Context: an optimization exercise on an open-source flow, tuned for small area, a short achievable clock period and few clock cycles per item. The choices shown serve that exercise and are no tape-out recipe. At most, simulation tests tie the RTL to the original design; equivalence was not proved.

## range_coder_encoder_top
module range_coder_encoder_top (
    input  logic        i_clk,
    input  logic        i_rst_n,
    input  logic        i_s_axis_tvalid,
    output logic        o_s_axis_tready,
    input  logic [47:0] i_s_axis_tdata,   
    input  logic        i_s_axis_tuser,   
    output logic        o_m_axis_tvalid,
    input  logic        i_m_axis_tready,
    output logic [7:0]  o_m_axis_tdata,   
    output logic        o_m_axis_tlast
);
    localparam int W  = rce_pkg::BOUND_W;
    localparam int F  = rce_pkg::FREQ_W;
    localparam int K  = rce_pkg::DIV_K;
    typedef enum logic [1:0] {
        S_IDLE = 2'd0,
        S_DIV  = 2'd1,
        S_FIN  = 2'd2
    } t_state;
    t_state                        r_state;
    logic [rce_pkg::DIV_CNT_W-1:0] r_cnt;
    logic [1:0]                    r_ecnt;
    logic                          r_pend, r_flush, r_hold, r_inv;
    logic [W-1:0]                  r_low, r_high;
    logic [F-1:0]                  r_k0_lo, r_k0_hi;
    logic [F:0]                    r_k1, r_k1c_lo, r_k1c_hi;
    logic [F+1:0]                  r_k2c_lo, r_k2c_hi;
    logic [F-1:0]                  r_r_lo, r_r_hi;
    logic [W-1:0]                  r_sq_lo, r_sq_hi;
    logic [F-1:0]   in_cum, in_fr, in_tot;
    logic [F:0]     in_sum;
    logic           op_flush, op_valid;
    logic [W:0]     span, span_b;
    logic           full, top_eq, emit, emit_last, emit_end, start;
    logic [F-1:0]   n_r_lo, n_r_hi;
    logic [W-1:0]   n_sq_lo, n_sq_hi;
    logic [K-1:0]   n_qb_lo, n_qb_hi;
    logic [W-1:0]   new_low, new_high;
  ...
Size in the first run: about 3900 cells after synthesis, ~290 flip-flops, roughly 64 I/O pins.
Settings: LEC_CHECK=0, ABC_CLOCK_PERIOD_IN_PS=4000, CAP_MARGIN=20, CORE_MARGIN=2, CORE_UTILIZATION=40, SETUP_SLACK_MARGIN=5, SLEW_MARGIN=20; clock period 11.0 ns.
run.sh (not shown) runs the stock make flow with config.mk's settings and CLKGATE_MAP_FILE= SYNTH_SCRIPT=/design/flow/synth_recipe.tcl, a recipe that flattens the netlist after the stock synthesis.
Testbench counts at the start, summed over its fixed seeds: cycles 24,602, items 1,392.
Then changed:
--- a/flow/design.v
+++ b/flow/design.v
@@ -35,21 +35,21 @@
         k2  = {k1[TW-2:0], 1'b0};
         for (int k = 0; k < rce_pkg::DIV_K; k++) begin
             b   = sq[rce_pkg::BOUND_W-1];
             l   = i_l[rce_pkg::DIV_K-1-k];
             a   = {2'd0, r, 1'b0};
             y0  = a + (b ? {3'd0, i_k0} : '0);
             y1  = a + (b ? k1c : k1);
             y2  = a + (b ? k2c : k2);
             p1  = !y1[TW-1];
             p2  = !y2[TW-1];
-            r   = p2 ? y2[FW-1:0] : (p1 ? y1[FW-1:0] : y0[FW-1:0]);
+            r   = ({FW{p2}} & y2[FW-1:0]) | ({FW{p1 & !p2}} & y1[FW-1:0]) | ({FW{!p1}} & y0[FW-1:0]);
             one = p1 && !p2;
             sq  = {sq[rce_pkg::BOUND_W-2:0], one ^ l};
             o_qb[rce_pkg::DIV_K-1-k] = p2 || (one && l);
         end
         o_r  = r;
         o_sq = sq;
     end
 endmodule
 module range_coder_encoder_top (
     input  logic        i_clk,
@@ -82,21 +82,21 @@
     logic [F-1:0]                  r_r_lo, r_r_hi;
     logic [W-1:0]                  r_sq_lo, r_sq_hi;
     logic [F-1:0]   in_cum, in_fr, in_tot;
     logic [F:0]     in_sum;
     logic           op_flush, op_valid;
     logic [W:0]     span, span_b;
     logic           full, top_eq, emit, emit_last, emit_end, start;
     logic [F-1:0]   n_r_lo, n_r_hi;
     logic [W-1:0]   n_sq_lo, n_sq_hi;
     logic [K-1:0]   n_qb_lo, n_qb_hi;
-    logic [W-1:0]   new_low, new_high;
+    logic [W-1:0]   new_low, new_high, low_o, high_o;
     assign in_cum   = i_s_axis_tdata[F-1:0];
     assign in_fr    = i_s_axis_tdata[F +: F];
     assign in_tot   = i_s_axis_tdata[2*F +: F];
     assign in_sum   = {1'b0, in_cum} + {1'b0, in_fr};
     assign op_flush = (i_s_axis_tuser == rce_pkg::OP_FLUSH);
     assign op_valid = (in_fr != '0) && (in_tot != '0) && (in_sum <= {1'b0, in_tot});
     assign span_b = {1'b0, r_high} - {1'b0, r_low} + 33'd1;
     assign span   = emit_end ? {span_b[W-8:0], 8'h00} : span_b;
     assign full   = span[W];
     assign top_eq    = (r_low[31:24] == r_high[31:24]);
@@ -118,20 +118,32 @@
         .i_k0(r_k0_lo), .i_k1c(r_k1c_lo), .i_k2c(r_k2c_lo), .i_k1(r_k1),
         .o_r(n_r_lo), .o_sq(n_sq_lo), .o_qb(n_qb_lo)
     );
     rce_muldiv u_hi (
         .i_r(r_r_hi), .i_sq(r_sq_hi), .i_l(r_low[W-1 -: K]),
         .i_k0(r_k0_hi), .i_k1c(r_k1c_hi), .i_k2c(r_k2c_hi), .i_k1(r_k1),
         .o_r(n_r_hi), .o_sq(n_sq_hi), .o_qb(n_qb_hi)
     );
     assign new_low  = r_sq_lo + {r_low[W-2:0], 1'b0};
     assign new_high = r_sq_hi + {r_high[W-2:0], 1'b0} - 32'd1;
+    always_comb begin
+        low_o  = r_low;
+        high_o = r_high;
+        if (r_state == S_IDLE && emit && i_m_axis_tready) begin
+            low_o = {r_low[W-9:0], 8'h00};
+            if (!r_flush) high_o = {r_high[W-9:0], 8'hFF};
+        end
+        if (r_state == S_FIN) begin
+            low_o  = new_low;
+            high_o = new_high;
+        end
+    end
     always_ff @(posedge i_clk) begin
         r_k0_lo  <= in_cum;
         r_k0_hi  <= in_sum[F-1:0];
         r_k1     <= -{1'b0, in_tot};
         r_k1c_lo <= {1'b0, in_cum} - {1'b0, in_tot};
         r_k1c_hi <= in_sum - {1'b0, in_tot};
         r_k2c_lo <= {2'd0, in_cum} - {1'b0, in_tot, 1'b0};
         r_k2c_hi <= {1'b0, in_sum} - {1'b0, in_tot, 1'b0};
         r_inv    <= !op_valid;
         r_r_lo  <= n_r_lo;
@@ -153,22 +165,20 @@
             r_hold  <= 1'b0;
             r_low   <= '0;
             r_high  <= '1;
         end else begin
             r_hold <= i_s_axis_tvalid && !o_s_axis_tready;
             case (r_state)
                 S_IDLE: begin
                     if (emit) begin
                         if (i_m_axis_tready) begin
                             r_ecnt <= r_ecnt + 2'd1;
-                            r_low  <= {r_low[W-9:0], 8'h00};
-                            if (!r_flush) r_high <= {r_high[W-9:0], 8'hFF};
                             if (emit_last) begin
                                 r_pend  <= 1'b0;
                                 r_flush <= 1'b0;
                             end
                             if (start) begin
                                 r_state <= S_DIV;
                                 r_cnt   <= '0;
                             end
                         end
                     end else begin
@@ -177,31 +187,34 @@
                         if (i_s_axis_tvalid && op_flush) begin
                             r_flush <= 1'b1;
                         end else if (start) begin
                             r_state <= S_DIV;
                             r_cnt   <= '0;
                         end
                     end
                 end
                 S_DIV: begin
                     r_cnt  <= r_cnt + 1'b1;
-                    r_low  <= {r_low[W-K-1:0], n_qb_lo};
-                    r_high <= {r_high[W-K-1:0], n_qb_hi};
                     if (r_cnt == rce_pkg::DIV_CNT_W'(rce_pkg::DIV_CYC - 1)) begin
                         r_state <= S_FIN;
                     end
                 end
                 S_FIN: begin
                     r_state <= S_IDLE;
                     r_pend  <= 1'b1;
                     r_ecnt  <= '0;
-                    r_low   <= new_low;
-                    r_high  <= new_high;
                 end
                 default: r_state <= S_IDLE;
             endcase
+            if (r_state == S_DIV) begin
+                r_low  <= {r_low[W-K-1:0], n_qb_lo};
+                r_high <= {r_high[W-K-1:0], n_qb_hi};
+            end else begin
+                r_low  <= low_o;
+                r_high <= high_o;
+            end
         end
     end
     assign o_m_axis_tvalid = emit;
     assign o_m_axis_tdata  = r_flush ? r_low[W-1:W-8] : r_high[W-1:W-8];
     assign o_m_axis_tlast  = emit_last;
 endmodule
=> Flip-flop and latch count stays the same; routed wire length climbs by 0.52%; critical path depth fell by 2; via count shrinks by 1.4%.
For the second run of this note, only the layout was checked, not whether the RTL still works.

-- what the ideal ports hide --
The results above use ideal ports. As a check the final layouts listed here were re-extracted and re-timed, cells and wires unchanged.
Step 1 (the two cells are an assumption about what drives the block):
set clk [get_ports {i_clk}]
set_driving_cell -lib_cell sky130_fd_sc_hd__clkbuf_16 $clk
set_driving_cell -lib_cell sky130_fd_sc_hd__buf_2 [delete_from_list [all_inputs] $clk]
Step 2 adds t to the input delays and takes it off the output delays; t is the mean of the earliest and latest rising clock arrival at the registers after step 1. Input paths then give back, and output paths get back, about the clock's delay inside the block.
a / b / c = no drivers / after step 1 / after step 2; a / b = the first two.
| run | t, ns | slack for setup (ns) | worst setup path after step 2 | clock arrival spread, ns | slew at the worst register clock pin (ns) |
|---|---|---|---|---|---|
| the first run | 0.627 | 5.119 / 5.119 / 4.548 | input to register | 0.030 / 0.030 | 0.07 / 0.07 |
| the second run | 0.613 | 5.006 / 5.027 / 4.414 | input to register | 0.028 / 0.027 | 0.07 / 0.07 |
After both steps every run listed still meets setup and hold. For the second run, which loses most, drivers alone change the setup slack by +0.021 ns; drivers and shift together by -0.592 ns.
